This design comes from an exercise in tuning for small area and a short achievable clock period on the open sky130 flow, not from production work.
Function was not checked in any run shown here: the RTL went through the layout flow alone.

==> flow/design.v, too long to show whole: its modules and the start of the top module <==
// module fir_coeff_regs: 32 lines
// module fir_tap_line: 37 lines
// module fir_mac_tree: 6092 lines
// module fir_filter_top: 52 lines
module fir_filter_top #(
    parameter int DATA_WIDTH = 16                    
) (
    input  logic                               clk,
    input  logic                               rst_n,
    input  logic [DATA_WIDTH-1:0]              data_in,
    input  logic                               data_valid,
    output logic signed [DATA_WIDTH-1:0]       data_out,
    output logic                               data_out_valid,
    input  logic                               coeff_wr,
    input  logic                               coeff_preset,
    input  fir_pkg::fir_shape_e                coeff_preset_sel,
    input  logic [fir_pkg::FIR_ADDR_WIDTH-1:0] coeff_addr,
    input  fir_pkg::fir_coeff_t                coeff_wdata,
    output fir_pkg::fir_coeff_t                coeff_rdata
);
  // ...
==> flow/run.sh <==
#!/bin/bash
# synth_recipe.tcl (not shown) runs the flow's synth.tcl, then flattens the netlist and writes it again
# the make line also repeats each setting of config.mk as NAME=value (left out here)
make -C /OpenROAD-flow-scripts/flow DESIGN_CONFIG=/design/flow/config.mk WORK_HOME=/design/flow/orfs CLKGATE_MAP_FILE= SYNTH_SCRIPT=/design/flow/synth_recipe.tcl finish
==> flow/config.mk <==
export PLATFORM = sky130hd
export DESIGN_NAME = fir_filter_top
export DESIGN_NICKNAME = fir_filter_top
export VERILOG_FILES = /design/flow/design.v
export SDC_FILE = /design/flow/constraint.sdc
export NUM_CORES = 4
export LEC_CHECK = 0
export ABC_AREA = 1
export CAP_MARGIN = 20
export CORE_MARGIN = 2
export CORE_UTILIZATION = 40
export SLEW_MARGIN = 20
==> flow/constraint.sdc <==
create_clock -name core_clock -period 7.5 [get_ports {clk}]
set_input_delay 1.5000 -clock core_clock [delete_from_list [all_inputs] [get_ports {clk}]]
set_output_delay 1.5000 -clock core_clock [all_outputs]
set_load 0.01 [all_outputs]
==> run_summary.xml, run 1 <==
<?xml version="1.0" encoding="UTF-8"?>
<metrics>
  <group name="place">
    <metric name="postPlaceCellArea" unit="sq um">64500</metric>
    <metric name="place_inst" unit="">8557</metric>
    <metric name="dpl_worst_slack" unit="ns">1.45</metric>
  </group>
  <group name="grt">
    <metric name="grt_remaining_overflow" unit="">0</metric>
    <metric name="use_met3" unit="">0.218</metric>
  </group>
  <group name="route">
    <metric name="drt-initial-drc-count" unit="">9510</metric>
  </group>
  <group name="layout">
    <metric name="clkCellAreaFrac" unit="">0.0340</metric>
    <metric name="flip_flop_and_latch_share_of_the_layout_cell_area" unit="">0.166</metric>
    <metric name="layout_top_registers" unit="">u_tap_line.line_q (192), u_coeff_regs.bank (128), u_mac_tree.data_out (16)</metric>
    <metric name="final_cell_mix" unit="">fa_1, inv_1, o22ai_1, xor2_1, nand2_1</metric>
    <metric name="final_common_cell" unit="">fa_1</metric>
    <metric name="inverter_count" unit="">1276</metric>
  </group>
  <group name="hold_path">
    <metric name="end_of_the_worst_hold_path" unit="">u_mac_tree.prod_valid$_DFF_PN0_</metric>
    <metric name="timing.hold.worst.start" unit="">u_tap_line.window_valid$_DFF_PN0_</metric>
  </group>
  <group name="critical_path">
    <metric name="timing.reg2reg.setup_slack" unit="ns">1.71</metric>
    <metric name="start_kind" unit="">input pin</metric>
    <metric name="critical_path.startpoint" unit="">coeff_addr[0]</metric>
  </group>
  <group name="synth">
    <metric name="synth_largest_area_cell" unit="">fa_1</metric>
    <metric name="postSynthCellCount" unit="">6842</metric>
    <metric name="synth.net_count" unit="">8016</metric>
    <metric name="netlist_top_cells_count" unit="">fa_1, inv_1, o22ai_1</metric>
    <metric name="muxShareOfSynthArea" unit="">0</metric>
  </group>
  <group name="timing">
    <metric name="finalWorstSetupSlack" unit="ns">1.41</metric>
  </group>
  <group name="status">
    <metric name="outcome" unit="">complete, no violations</metric>
  </group>
</metrics>
==> run 2: changes to the inputs <==
==> flow/flow/run.sh (new file) <==
#!/bin/bash
# Standard layout, with one netlist pass between synthesis and floorplan:
# flow/fixinv.py flips full adders (FA(~a,~b,~c) = ~FA(a,b,c)) and XOR/XNOR types so that
# fewer inverters sit between the carry-save adder cells. Registers and ports are untouched.
set -euo pipefail
R=orfs/results/${FLOW_PLATFORM}/fir_filter_top/base
bash standard.sh synth > synth.log 2>&1
cp $R/1_2_yosys.v $R/1_2_yosys.std.v
python3 flow/fixinv.py $R/1_2_yosys.std.v $R/1_2_yosys.fix.v > fixinv.log 2>&1
cp $R/1_2_yosys.fix.v $R/1_2_yosys.v
rm -f $R/1_synth.odb $R/1_synth.sdc
bash standard.sh do-1_synth > synth_odb.log 2>&1
bash standard.sh finish > finish.log 2>&1
test -f out/final.def
==> flow/flow/fixinv.py (new file) <==
#!/usr/bin/env python3
"""Remove inverters around full-adder cells in a mapped sky130 netlist.

A full adder is self-dual: FA(~a, ~b, ~c) = (~sum, ~cout). So any full adder may be
"flipped": its inputs take the complement and its outputs then carry the complement. This
pass picks, by local search, which full adders to flip so that the fewest signals need an
inverted copy, then rewires the netlist: every pin that read a signal through inverters reads
the signal itself or one shared inverter of it. Registers and ports are untouched.

usage: fixinv.py IN.v OUT.v
"""
import re
import sys
from collections import defaultdict

src = open(sys.argv[1]).read()
mod_start = src.index('module ')
body_start = src.index(');', mod_start) + 2
end = src.rindex('endmodule')
header, body = src[:body_start], src[body_start:end]

inst_re = re.compile(r'^\s*(sky130_fd_sc_hd__\w+)\s+(\S+)\s*\((.*?)\);\s*$', re.S | re.M)
pin_re = re.compile(r'\.(\w+)\(\s*(.*?)\s*\)\s*(?:,|$)', re.S)

cells = []            # [type, name, {pin: net}, start, end]
for m in inst_re.finditer(body):
    pins = dict((p, n.strip()) for p, n in pin_re.findall(m.group(3)))
    cells.append([m.group(1), m.group(2), pins, m.start(), m.end()])

OUTPINS = {'X', 'Y', 'Q', 'Q_N', 'SUM', 'COUT', 'HI', 'LO'}
ports = set()
for m in re.finditer(r'^\s*(input|output|inout)\s+(?:\[[^\]]*\]\s*)?(\S+?)\s*;', body + header, re.M):
    ports.add(m.group(2))

def esc(net):
    return net + ' ' if net.startswith('\\') else net


def is_inv(t):
    return re.match(r'sky130_fd_sc_hd__(clk)?inv_\d+$', t) is not None

def is_fa(t):
    return re.match(r'sky130_fd_sc_hd__fa_\d+$', t) is not None


def is_x(t):
    return re.match(r'sky130_fd_sc_hd__x(n)?or2_\d+$', t) is not None

driver = {}
loads = defaultdict(list)     # net -> [(cell index, pin)]
for ci, (t, n, pins, _, _) in enumerate(cells):
    for p, net in pins.items():
        if p in OUTPINS:
            driver[net] = (ci, p)
        else:
            loads[net].append((ci, p))

def portnet(net):
    base = re.sub(r'\s*\[\d+\]$', '', net).lstrip('\\').strip()
    return base in ports or net.lstrip('\\').strip() in ports

# trace each load pin back through inverter chains: (source net, k inversions mod 2)
def trace(net):
    k = 0
    seen = 0
    while net in driver and is_inv(cells[driver[net][0]][0]) and seen < 8:
        net = cells[driver[net][0]][2]['A']
        k ^= 1
        seen += 1
    return net, k

fa_idx = [ci for ci, c in enumerate(cells) if is_fa(c[0])]
x_idx = [ci for ci, c in enumerate(cells) if is_x(c[0])]
fa_of_net = {}
for ci in fa_idx:
    for p in ('SUM', 'COUT'):
        if p in cells[ci][2]:
            fa_of_net[cells[ci][2][p]] = ci
def xout(ci):
    return cells[ci][2]['X'] if 'X' in cells[ci][2] else cells[ci][2]['Y']


for ci in x_idx:
    fa_of_net[xout(ci)] = ci

# pins to manage: every non-inverter pin whose net is an inverter output (not a port) or an FA output
managed = []          # (ci, pin, src, k)
for ci, (t, n, pins, _, _) in enumerate(cells):
    if is_inv(t):
        continue
    for p, net in pins.items():
        if p in OUTPINS:
            continue
        s, k = trace(net)
        if k == 0 and s not in fa_of_net and not is_fa(t) and not is_x(t):
            continue
        managed.append((ci, p, s, k))

# keep any inverter whose output is a port, or that feeds something we do not manage
# (an inverter feeding an unmanaged pin stays exactly as it is)
flip = defaultdict(int)

def raw_need(ci, s, k):
    fs = flip[fa_of_net[s]] if s in fa_of_net else 0
    fc = flip[ci] if is_fa(cells[ci][0]) else 0
    return fs ^ k ^ fc


def need(ci, s, k):
    # an XOR/XNOR absorbs any input inversion by swapping to the other type
    if is_x(cells[ci][0]):
        return 0
    return raw_need(ci, s, k)

cnt = defaultdict(int)      # src -> number of managed pins needing its complement
by_cell = defaultdict(list)
by_src = defaultdict(list)
for mi, (ci, p, s, k) in enumerate(managed):
    by_cell[ci].append(mi)
    by_src[s].append(mi)
    if need(ci, s, k):
        cnt[s] += 1

def cost_of(srcs):
    return sum(1 for s in srcs if cnt[s] > 0)

def toggle(fi):
    aff = set(by_cell[fi]) if is_fa(cells[fi][0]) else set()
    for p in ('SUM', 'COUT', 'X', 'Y'):
        net = cells[fi][2].get(p)
        if net:
            aff.update(by_src[net])
    srcs = {managed[mi][2] for mi in aff}
    before = cost_of(srcs)
    for mi in aff:
        ci, p, s, k = managed[mi]
        if need(ci, s, k):
            cnt[s] -= 1
    flip[fi] ^= 1
    for mi in aff:
        ci, p, s, k = managed[mi]
        if need(ci, s, k):
            cnt[s] += 1
    return cost_of(srcs) - before

start_cost = sum(1 for s in cnt if cnt[s] > 0)
for it in range(20):
    improved = 0
    for fi in fa_idx + x_idx:
        d = toggle(fi)
        if d < 0:
            improved += 1
        elif d > 0:
            toggle(fi)
        # d == 0: keep (random walk on plateaus is fine)
    if not improved:
        break
# simulated annealing from the greedy result, keeping the best assignment
flippable = fa_idx + x_idx
import math
import random
rng = random.Random(1)
cur = sum(1 for s in cnt if cnt[s] > 0)
best, best_flip = cur, dict(flip)
moves = 60 * len(fa_idx)
for m in range(moves):
    temp = 1.5 * (1 - m / moves) + 0.01
    fi = flippable[rng.randrange(len(flippable))]
    d = toggle(fi)
    if d <= 0 or rng.random() < math.exp(-d / temp):
        cur += d
        if cur < best:
            best, best_flip = cur, dict(flip)
    else:
        toggle(fi)
# restore the best assignment
for fi in flippable:
    if flip[fi] != best_flip.get(fi, 0):
        toggle(fi)
for it in range(20):
    improved = 0
    for fi in fa_idx + x_idx:
        d = toggle(fi)
        if d < 0:
            improved += 1
        elif d > 0:
            toggle(fi)
    if not improved:
        break
end_cost = sum(1 for s in cnt if cnt[s] > 0)

# rewrite connections
existing_inv = {}
for ci, c in enumerate(cells):
    if is_inv(c[0]):
        existing_inv.setdefault(c[2]['A'], c[2]['Y'])
new_cells = []
newnets = []
inv_for = {}
def inv_net(s):
    if s in inv_for:
        return inv_for[s]
    nn = f'_fixinv_{len(inv_for)}_'
    inv_for[s] = nn
    newnets.append(nn)
    new_cells.append(f'  sky130_fd_sc_hd__inv_1 _fixinv_i{len(inv_for)}_ (\n    .A({esc(s)}),\n    .Y({nn})\n  );\n')
    return nn

xpar = defaultdict(int)
for ci, p, s, k in managed:
    if is_x(cells[ci][0]):
        xpar[ci] ^= raw_need(ci, s, k)
    cells[ci][2][p] = inv_net(s) if need(ci, s, k) else s
for ci in x_idx:
    if xpar[ci] ^ flip[ci]:
        t = cells[ci][0]
        pins = cells[ci][2]
        if 'xnor2' in t:
            cells[ci][0] = t.replace('xnor2', 'xor2')
            pins['X'] = pins.pop('Y')
        else:
            cells[ci][0] = t.replace('xor2', 'xnor2')
            pins['Y'] = pins.pop('X')

# drop inverters that no longer drive anything
used = defaultdict(int)
for ci, c in enumerate(cells):
    for p, net in c[2].items():
        if p not in OUTPINS:
            used[net] += 1
keep = []
removed = 0
for ci, c in enumerate(cells):
    if is_inv(c[0]) and used[c[2]['Y']] == 0 and not portnet(c[2]['Y']):
        removed += 1
        continue
    keep.append(ci)
# iterate: removing inverters can orphan inverter chains
changed = True
while changed:
    changed = False
    used = defaultdict(int)
    for ci in keep:
        for p, net in cells[ci][2].items():
            if p not in OUTPINS:
                used[net] += 1
    nk = []
    for ci in keep:
        c = cells[ci]
        if is_inv(c[0]) and used[c[2]['Y']] == 0 and not portnet(c[2]['Y']):
            removed += 1
            changed = True
            continue
        nk.append(ci)
    keep = nk

out = [header]
out.append(''.join(f'  wire {n};\n' for n in newnets))
# keep wire declarations and assigns from the body, then the cells
decls = [l for l in body.split('\n') if re.match(r'\s*(wire|input|output|inout|assign)\b', l)]
out.append('\n'.join(decls) + '\n')
for ci in keep:
    t, n, pins, _, _ = cells[ci]
    out.append(f'  {t} {n} (\n' + ',\n'.join(f'    .{p}({esc(net)})' for p, net in pins.items()) + '\n  );\n')
out.extend(new_cells)
out.append('endmodule\n')
open(sys.argv[2], 'w').write(''.join(out))
nflip = sum(flip[f] for f in fa_idx + x_idx)
sys.stderr.write(f'fixinv: {len(fa_idx)} full adders, {nflip} flipped; inverted copies {start_cost} -> {end_cost}; '
                 f'removed {removed} inverters, added {len(new_cells)}\n')
==> flow/standard.sh (new file) <==
#!/bin/bash
# synth_recipe.tcl (not shown) runs the flow's synth.tcl, then flattens the netlist and writes it again
# the make line also repeats each setting of config.mk as NAME=value (left out here)
make -C /OpenROAD-flow-scripts/flow DESIGN_CONFIG=/design/flow/config.mk WORK_HOME=/design/flow/orfs CLKGATE_MAP_FILE= SYNTH_SCRIPT=/design/flow/synth_recipe.tcl "${@:-finish}"
removed: flow/run.sh
==> run 2 against run 1 <==
Core utilization increased by 0.12 points. Critical path depth grew 3. Via count decreased by 5.4%. Cell count down 6.8%. Synthesized cell count fell by 8.6%. Register-to-register slack gained 0.08 ns. Critical endpoint is now u_mac_tree.r2155$_DFF_P_. Non-clock buffer count grew 30. Maximum frequency up 6.8%. Highest routed layer unchanged. Sequential share of layout area increased by 0.51 points.
==> run_summary.xml, run 2 <==
<?xml version="1.0" encoding="UTF-8"?>
<metrics>
  <group name="clock_network">
    <metric name="cts_hold_buf" unit="">0</metric>
    <metric name="cts_tree" unit="">yes</metric>
    <metric name="worstSkewPairLatency" unit="ns">0.75</metric>
    <metric name="number_of_buffers_between_clock_root_and_the_deepest_sink" unit="">3</metric>
    <metric name="cts-buffers-inserted" unit="">67</metric>
    <metric name="clockRootBuffer" unit="">clkbuf_16</metric>
    <metric name="cts_resized" unit="">0</metric>
    <metric name="htree_num_levels" unit="">3</metric>
    <metric name="post-cts-setup-buffer-count" unit="">0</metric>
    <metric name="clkSinkCount" unit="">469</metric>
    <metric name="clkTransAtPathRegs" unit="ns">0.06</metric>
  </group>
  <group name="timing">
    <metric name="final.min_clock_period" unit="ns">5.71</metric>
    <metric name="grt_setup_unrepaired" unit="">no</metric>
    <metric name="final_hold_viol_count" unit="">0</metric>
    <metric name="fin_crit_sh" unit="">0.761</metric>
    <metric name="final-max-slew-violation-count" unit="">0</metric>
    <metric name="fin_setup_tns" unit="ns">0</metric>
    <metric name="max_slew.worst_pin.slew" unit="ns">1.26</metric>
    <metric name="fin_worst_hold_slack" unit="ns">0.357</metric>
    <metric name="relSlewSlack" unit="">0.162</metric>
    <metric name="fmaxAchievable" unit="MHz">175</metric>
    <metric name="fin_skew" unit="ns">0.0753</metric>
    <metric name="finalWorstSetupSlack" unit="ns">1.79</metric>
    <metric name="finalSetupViolations" unit="">0</metric>
  </group>
  <group name="critical_path">
    <metric name="endpoint_kind" unit="">flip-flop</metric>
    <metric name="crit_path_max_fanout" unit="">16</metric>
    <metric name="cp.required" unit="ns">8.10</metric>
    <metric name="start_kind" unit="">flip-flop</metric>
    <metric name="kind_of_critical_path" unit="">flip-flop to flip-flop</metric>
    <metric name="crit_arrival" unit="ns">6.30</metric>
  </group>
  <group name="grt">
    <metric name="grt_max_degree" unit="">143</metric>
    <metric name="grt_use_met1" unit="">0.585</metric>
    <metric name="grt_pass1_wl" unit="microns">469000</metric>
    <metric name="grt_remaining_overflow" unit="">0</metric>
    <metric name="groute.usage.overall" unit="">0.456</metric>
    <metric name="grt_antenna_before_repair" unit="">17</metric>
    <metric name="globalRoute.busiestLayer" unit="">met2</metric>
    <metric name="grt_use_met2" unit="">0.630</metric>
    <metric name="use_met3" unit="">0.165</metric>
    <metric name="grt_pass1_vias" unit="">52700</metric>
  </group>
  <group name="layout">
    <metric name="syn_to_final_growth" unit="%">7.67</metric>
    <metric name="largest_register_ffs" unit="">192</metric>
    <metric name="largest_register" unit="">u_tap_line.line_q</metric>
    <metric name="final_common_cell" unit="">fa_1</metric>
    <metric name="final_cell_mix" unit="">fa_1, o22ai_1, inv_1, xnor2_1, xor2_1</metric>
    <metric name="finalCoreUtilization" unit="">0.433</metric>
    <metric name="layout_top_registers" unit="">u_tap_line.line_q (192), u_coeff_regs.bank (128), u_mac_tree.data_out (16)</metric>
    <metric name="post_layout_nonfiller_instances" unit="">8097</metric>
    <metric name="layout.nets" unit="">7196</metric>
    <metric name="drive_above_1_share" unit="">0.0494</metric>
    <metric name="design_area" unit="sq um">64800</metric>
  </group>
  <group name="route">
    <metric name="drt.antenna.violating_nets" unit="">0</metric>
    <metric name="detailroute.via_count" unit="">53300</metric>
    <metric name="vias_per_cell" unit="">6.59</metric>
    <metric name="drt-initial-drc-count" unit="">8496</metric>
    <metric name="tritonroute_pass_1_iters" unit="">9</metric>
    <metric name="route.final.wire_length" unit="microns">350000</metric>
    <metric name="post_drt_wl_per_cell" unit="microns">43.2</metric>
    <metric name="drt_drc_violations_left" unit="">0</metric>
  </group>
  <group name="flow_run">
    <metric name="max-cap-violations" unit="">0</metric>
  </group>
  <group name="hold_path">
    <metric name="min-delay-path-class" unit="">flip-flop to flip-flop</metric>
  </group>
  <group name="synth">
    <metric name="postSynthCellCount" unit="">6252</metric>
    <metric name="yosysWarningCount" unit="">3</metric>
    <metric name="synthesis.area_per_instance" unit="sq um">9.63</metric>
    <metric name="synth.net_count" unit="">7426</metric>
    <metric name="netlist_area_before_placement" unit="sq um">60200</metric>
  </group>
  <group name="place">
    <metric name="dpl_worst_slack" unit="ns">1.97</metric>
    <metric name="postPlaceCellArea" unit="sq um">62400</metric>
    <metric name="gp_congestion" unit="">1.17</metric>
    <metric name="place_inst" unit="">7967</metric>
    <metric name="placement.io_buffers" unit="">73</metric>
    <metric name="place_hpwl" unit="microns">283000</metric>
  </group>
  <group name="die">
    <metric name="ioPinCount" unit="">74</metric>
    <metric name="chipHeight" unit="microns">392</metric>
    <metric name="core.rowCount" unit="">142</metric>
    <metric name="floorplan.core_area" unit="sq um">150000</metric>
    <metric name="dieWidth" unit="microns">392</metric>
    <metric name="dieArea" unit="sq um">154000</metric>
    <metric name="start_util" unit="">0.403</metric>
  </group>
  <group name="status">
    <metric name="outcome" unit="">complete, no violations</metric>
  </group>
</metrics>
run 2: routing by layer:
| layer | part of all wire | vias to the layer above |
|---|---|---|
| met5 | 0.00031 | - |
| met4 | 0.095 | 14 |
| met3 | 0.13 | 977 |
| met2 | 0.40 | 4355 |
| met1 | 0.37 | 27700 |
| li1 | - | 20300 |
run 2: worst paths after layout:
check                                                      to  cells past startpoint                               from  slack (ns)
min reg2reg                   u_mac_tree.prod_valid$_DFF_PN0_                      0  u_tap_line.window_valid$_DFF_PN0_        0.36
max reg2reg                          u_mac_tree.r2155$_DFF_P_                     10  u_tap_line.line_q[90]$_DFFE_PN0P_        1.79
min                           u_mac_tree.prod_valid$_DFF_PN0_                      0  u_tap_line.window_valid$_DFF_PN0_        0.36
min in group asynchronous  u_tap_line.line_q[155]$_DFFE_PN0P_                      1                              rst_n        0.74
max                                  u_mac_tree.r2155$_DFF_P_                     10  u_tap_line.line_q[90]$_DFFE_PN0P_        1.79
max in group asynchronous   u_tap_line.line_q[89]$_DFFE_PN0P_                      2                              rst_n        5.43
run 2: area by class of cell:
class | instances | area [sq um]
diodes | 4 | 10.0
clock buffers | 91 | 1900
clock inverters | 33 | 432
fillers | 14800 | 84800
inverters | 686 | 2570
multi-input cells | 4619 | 44700
flip-flops and latches | 469 | 11100
well taps | 2016 | 2520
repair buffers | 179 | 1610
run 2: worst max-delay path, cell delays in order (launching register included):
cell and delay, ns:
dfrtp_1 0.54, inv_1 0.70, o22ai_1 0.17, xnor2_1 0.92, fa_1 0.68, fa_1 0.46
fa_1 0.53, fa_1 0.58, fa_1 0.43, fa_1 0.50, inv_1 0.04

-- static timing again, ports no longer ideal --
In the flow no input, the clock included, has a driving cell. The finished layouts below were timed again as built, in two steps. Step 1, drivers: a clkbuf_16 drives clk and a buf_2 each remaining input, both assumed. Step 2 times the ports against the registers' clock, not the clock port: input delays grow and output delays shrink by t, the midpoint of the rising clock arrivals with the driver on. Slacks: no drivers / after step 1 / after step 2; pairs: no drivers / after step 1.
| run | t (ns) | setup WS [ns] | hold slack, ns | worst register clock-pin slew, ns |
|---|---|---|---|---|
| run 1 | 0.793 | 1.407 / 1.378 / 1.078 | 0.361 / 0.361 / 0.361 | 0.08 / 0.08 |
| run 2 | 0.802 | 1.794 / 1.794 / 1.760 | 0.357 / 0.357 / 0.357 | 0.07 / 0.07 |
After both steps setup and hold are still met in every run listed. The setup slack of run 1, which loses most, moves by -0.029 ns with the drivers and by -0.329 ns with both steps.
